Background: an optimization exercise with open tools, aiming at small area, a short achievable clock period and few clock cycles per item. Do not read the settings as production practice. Function was checked by simulation only, so behaviour that the tests miss may differ from the original.

## build 29
Design stepper_ramp_pwm_rate_generator_top, start of the top module:
module stepper_ramp_pwm_rate_generator_top (
    input  wire logic        clk,
    input  wire logic        rst_n,
    input  wire logic        cfg_we,
    input  wire logic [1:0]  cfg_addr,
    input  wire logic [27:0] cfg_wdata,
    input  wire logic        s_tvalid,
    output logic             s_tready,
    input  wire logic [55:0] s_tdata,
    output logic             m_tvalid,
    input  wire logic        m_tready,
    output logic [63:0]      m_tdata
);
Settings: LEC_CHECK=0, CAP_MARGIN=20, CORE_MARGIN=2, CORE_UTILIZATION=40, CTS_BUF_LIST=sky130_fd_sc_hd__clkbuf_4 sky130_fd_sc_hd__clkbuf_8, CTS_CLUSTER_SIZE=30, SETUP_SLACK_MARGIN=1.5, SLEW_MARGIN=20; clock period 8.0 ns.
run.sh (not shown) runs the stock make flow with config.mk's settings and CLKGATE_MAP_FILE= SYNTH_SCRIPT=/design/flow/synth_recipe.tcl, a recipe that flattens the netlist after the stock synthesis.
Every stage of the flow completed for build 29, and the final layout passed the timing, DRC and antenna checks.
Testbench counts of build 29, summed over its fixed seeds: cycles 6,290, items 2,000.
Changes in build 74 relative to build 29:
Settings: an added ABC_CLOCK_PERIOD_IN_PS of 5000; a change of SETUP_SLACK_MARGIN from 1.5 to 3.0.
Results
- Compared build 74 vs build 29, and minimum setup slack in the final design is up in build 74.
- Build 74 finished end to end and its layout was clean on timing, DRC and antenna.
- | routed wire length | higher: build 74 |
- Relative to build 29, number of logic stages on the critical path including buffering has increased by about 9% in build 74.
- Flip-flop and latch share of the layout cell area: higher on build 29
#### Input delta (build 52 over build 74)
Settings: SETUP_SLACK_MARGIN: 3.0 -> 2.5; ABC_CLOCK_PERIOD_IN_PS: 5000 -> unset.
[summary]
When build 52 is measured against build 74, its via count turns out about 2.5% lower. Per the comparison of build 52 with build 74, time the final worst path needs with I/O delays and setup now sits lower; minimum hold slack now sits lower. Changes observed in build 52 relative to build 74: portion of the layout cell area used by non-clock buffers went down by 1.8 points.


stepper_ramp_pwm_rate_generator_top, a different RTL version from the one above (not shown whole).
Size: roughly 2800 cells after synthesis, about 310 flip-flops, ~160 I/O pins, about 0.026 mm2 of cells after synthesis.
export LEC_CHECK = 0
export CAP_MARGIN = 20
export CORE_MARGIN = 2
export CORE_UTILIZATION = 40
export CTS_BUF_LIST = sky130_fd_sc_hd__clkbuf_4 sky130_fd_sc_hd__clkbuf_8
export CTS_CLUSTER_SIZE = 30
export SETUP_SLACK_MARGIN = 3.0
export SLEW_MARGIN = 20
create_clock -name core_clock -period 8.0 [get_ports {clk}]
standard.sh (not shown) runs the stock make flow with config.mk's settings and CLKGATE_MAP_FILE= SYNTH_SCRIPT=/design/flow/synth_recipe.tcl, a recipe that flattens the netlist after the stock synthesis.
==> flow/flow/run.sh <==
#!/bin/bash
# Standard layout, except that the port buffers are the smallest plain
# buffer (buf_1) instead of the delay buffer buffer_ports picks by default.
set -euo pipefail
export BUFFER_PORTS_ARGS="-buffer_cell sky130_fd_sc_hd__buf_1"
bash standard.sh > orfs_make.log 2>&1
Testbench counts at the start, summed over its fixed seeds: cycles 6,059, items 2,000.
==> next run, changes <==
--- a/flow/config.mk
+++ b/flow/config.mk
@@ -9,6 +9,7 @@
 export CORE_MARGIN = 2
-export CORE_UTILIZATION = 40
-export CTS_BUF_LIST = sky130_fd_sc_hd__clkbuf_4 sky130_fd_sc_hd__clkbuf_8
+export CORE_UTILIZATION = 50
+export CTS_BUF_LIST = sky130_fd_sc_hd__clkbuf_8 sky130_fd_sc_hd__clkbuf_16
+export CTS_CLUSTER_DIAMETER = 80
 export CTS_CLUSTER_SIZE = 30
-export SETUP_SLACK_MARGIN = 3.0
+export SETUP_SLACK_MARGIN = 2.5
 export SLEW_MARGIN = 20
Effect: Worst setup slack improved by 0.096 ns; synthesized area stays the same; routed wire length shrinks by about 7%; clock-buffer cell count goes down by 65; clock skew is higher by 0.0065 ns; cell count goes down by 7.5%; fmax went up by about 1.8%; utilization is higher by 9.3 points; via count fell by about 1.2%.
==> next run, changes <==
--- a/flow/config.mk
+++ b/flow/config.mk
@@ -9,5 +9,4 @@
 export CORE_MARGIN = 2
-export CORE_UTILIZATION = 50
-export CTS_BUF_LIST = sky130_fd_sc_hd__clkbuf_8 sky130_fd_sc_hd__clkbuf_16
-export CTS_CLUSTER_DIAMETER = 80
+export CORE_UTILIZATION = 40
+export CTS_BUF_LIST = sky130_fd_sc_hd__clkbuf_4 sky130_fd_sc_hd__clkbuf_8
 export CTS_CLUSTER_SIZE = 30
The changed run went through all stages and came out clean.
Maximum frequency drops by a few percent.
Count of clock-buffer cells in the layout climbs by 64.
Sequential share of layout area decreases by 0.58 points.
First-iteration DRC count came out lower by roughly a tenth.
Final area rose by a few percent.
Final cell count climbs by a few percent.
Routed wire length grows by a few percent.
Via count goes down slightly.
Die area is higher by a quarter to a third.


stepper_ramp_pwm_rate_generator_top with an RTL version that a note above also has.
Size in the first run: roughly 2,900 cells after synthesis, about 300 flip-flops, about 160 I/O pins.
export LEC_CHECK = 0
export CAP_MARGIN = 20
export CORE_MARGIN = 2
export CORE_UTILIZATION = 40
export CTS_BUF_LIST = sky130_fd_sc_hd__clkbuf_4 sky130_fd_sc_hd__clkbuf_8
export CTS_CLUSTER_SIZE = 30
export SETUP_SLACK_MARGIN = 2.0
export SLEW_MARGIN = 20
create_clock -name core_clock -period 8.0 [get_ports {clk}]
Scripts as last shown in full above: flow/flow/run.sh
Testbench counts at the start, summed over its fixed seeds: cycles 6,290, items 2,000.
Next try:
SETUP_SLACK_MARGIN = 2.5   (was 2.0)
- The new run completed with no timing, DRC or antenna violations
- worst hold slack gets worse by 0.0070 ns
- die area is unchanged
- area after synthesis stays the same
- maximum frequency went up by 4.6%
- design area increases by 4.3%
- wire length increases by 2.8%
- worst setup slack improved by 0.25 ns


== before ==
stepper_ramp_pwm_rate_generator_top, a different RTL version from the one above (not shown whole).
Size: ~2500 cells after synthesis, roughly 300 flip-flops, roughly 160 I/O pins.
export LEC_CHECK = 0
export ABC_CLOCK_PERIOD_IN_PS = 5000
export CAP_MARGIN = 20
export CORE_MARGIN = 2
export CORE_UTILIZATION = 40
export SETUP_SLACK_MARGIN = 3.0
export SLEW_MARGIN = 20
create_clock -name core_clock -period 8.0 [get_ports {clk}]
run.sh (not shown) runs the stock make flow with config.mk's settings and CLKGATE_MAP_FILE= SYNTH_SCRIPT=/design/flow/synth_recipe.tcl, a recipe that flattens the netlist after the stock synthesis.
Stock flow here: none of the scripts above is used.
Testbench counts of before, summed over its fixed seeds: cycles 10,418, items 2,000.
diff inputs: before => after
- CORE_UTILIZATION: 40 -> 60
- SETUP_SLACK_MARGIN: 3.0 -> 3.5
- ABC_CLOCK_PERIOD_IN_PS: 5000 -> 4500
- after completed; timing, DRC and antenna clean
- From before to after the numbers moved as follows: design area now sits lower; post-synthesis mux area share now sits at about the same level.
- | number of buffer and inverter stages on the critical path | higher: before |
- Per the comparison of after with before, period utilization higher.
- Looking at after and before, the final-layout non-clock buffer area share is a wash.
- Per the comparison of after with before, standard cell area after detailed placement dropped 1.3%; clock skew dropped 21 ps; final net count dropped 10.
- Comparing die area for after and before, the bigger number came from before.


Setup of run A:
RTL: one of the versions met above, not the one the previous note started from.
Size in the first run: roughly 2800 cells after synthesis, ~310 flip-flops.
Settings: LEC_CHECK=0, CAP_MARGIN=20, CORE_MARGIN=2, CORE_UTILIZATION=60, CTS_BUF_LIST=sky130_fd_sc_hd__clkbuf_4 sky130_fd_sc_hd__clkbuf_8, CTS_CLUSTER_SIZE=30, SETUP_SLACK_MARGIN=2.5, SLEW_MARGIN=20; clock period 8.0 ns.
standard.sh (not shown) runs the stock make flow with config.mk's settings and CLKGATE_MAP_FILE= SYNTH_SCRIPT=/design/flow/synth_recipe.tcl, a recipe that flattens the netlist after the stock synthesis.
Scripts as last shown in full above: flow/flow/run.sh
Run A: PASS, flow complete, no timing, DRC or antenna violations
Testbench counts of run A, summed over its fixed seeds: cycles 6,059, items 2,000.
Input changes introduced in run B (baseline for comparison: run A):
diff --git a/flow/config.mk b/flow/config.mk
--- a/flow/config.mk
+++ b/flow/config.mk
@@ -10 +10 @@
-export CORE_UTILIZATION = 60
+export CORE_UTILIZATION = 50
[summary]
- Looking at number of ordinary and repair buffers in the finished layout, run B sits 25 below run A.
- The die of run B is larger than the one used in run A.
- Compare run B and run A | number of filler cells placed in the layout higher: run B


Another version of the RTL of stepper_ramp_pwm_rate_generator_top (not shown whole).
For scale: about 2800 cells after synthesis, about 310 flip-flops, ~160 I/O pins, ~0.024 mm2 of cells after synthesis.
clock: 8.0 ns
lec_check: 0
cap_margin: 20
core_margin: 2
core_utilization: 40
cts_buf_list: sky130_fd_sc_hd__clkbuf_4 sky130_fd_sc_hd__clkbuf_8
cts_cluster_size: 30
setup_slack_margin: 2.5
slew_margin: 20
==> flow/flow/run.sh <==
#!/bin/bash
# The standard layout (standard.sh) with two changes:
#  - the port buffers are the smallest plain buffer (buf_1) instead of the
#    delay buffer buffer_ports picks by default;
#  - synthesis maps the logic with abc_map.script (one area-recovering &nf
#    mapping) in place of ORFS's abc_speed.script. Registers are untouched:
#    abc only maps the combinational logic.
set -euo pipefail
export BUFFER_PORTS_ARGS="-buffer_cell sky130_fd_sc_hd__buf_1"
mkdir -p scripts
cp -r "$FLOW_HOME/scripts/." scripts/
cp flow/abc_map.script scripts/abc_speed.script
sed "s|^make -C |make SCRIPTS_DIR=$PWD/scripts -C |" standard.sh > standard_map.sh
bash standard_map.sh > orfs_make.log 2>&1
==> flow/flow/abc_map.script <==
&get -n
&st
&dch
&nf -R 1000
&put
topo
stime -c
buffer -c
upsize -c
dnsize -c
The first run finished clean.
Testbench counts at the start, summed over its fixed seeds: cycles 6,059, items 2,000.
Then changed:
==> flow/flow/run.sh (replaced) <==
#!/bin/bash
# Standard layout, except that the port buffers are the smallest plain
# buffer (buf_1) instead of the delay buffer buffer_ports picks by default.
set -euo pipefail
export BUFFER_PORTS_ARGS="-buffer_cell sky130_fd_sc_hd__buf_1"
bash standard.sh > orfs_make.log 2>&1
removed: flow/flow/abc_map.script
Result: The new run completed without violations. Utilization is lower by 1.3 points. Register-to-register slack is better by 0.41 ns. Final area is higher by a few percent. Routed wire length is higher by about a fifth. Clock-buffer cell count is higher by 2. Non-clock buffer count is higher by 3.

afterwards: timing with drivers on the ports:
How much do the figures lean on ideal ports? The routed layouts below were timed once more, with nothing changed but the port constraints. Step 1, drivers: a clkbuf_16 drives clk and a buf_2 each remaining input, both assumed. Step 2 also shifts input and output timing later by t, the mid clock arrival at the registers, as if the neighbouring blocks saw the same clock. Slacks: ideal ports / drivers / drivers and shift; pairs: ideal ports / drivers.
| run | t (ns) | setup slack, ns | worst setup path at the end |
|---|---|---|---|
| build 29 | 0.726 | 1.759 / 1.759 / 1.208 | input to register |
| build 74 | 0.720 | 2.463 / 2.463 / 1.943 | input to register |
| build 52 | 0.736 | 2.469 / 2.469 / 1.859 | input to register |
| the first run of note 2 | 0.730 | 2.483 / 2.483 / 2.314 | input to register |
| the second run of note 2 | 0.639 | 2.579 / 2.579 / 1.997 | input to register |
| the third run of note 2 | 0.718 | 2.443 / 2.443 / 2.010 | input to register |
| the first run of note 3 | 0.724 | 2.201 / 2.201 / 1.631 | input to register |
| the second run of note 3 | 0.718 | 2.455 / 2.455 / 1.930 | input to register |
| before | 0.628 | 2.732 / 2.732 / 2.631 | input to register |
| after | 0.609 | 2.536 / 2.536 / 2.536 | register to register |
| run A | 0.691 | 2.421 / 2.421 / 1.914 | input to register |
| run B | 0.726 | 2.542 / 2.542 / 1.977 | input to register |
| the first run of note 6 | 0.714 | 2.148 / 2.148 / 1.730 | input to register |
| the second run of note 6 | 0.716 | 2.556 / 2.556 / 2.054 | input to register |
After both steps setup and hold are still met in every run listed. For build 52, which loses most, drivers alone change the setup slack by 0.000 ns; drivers and shift together by -0.610 ns.
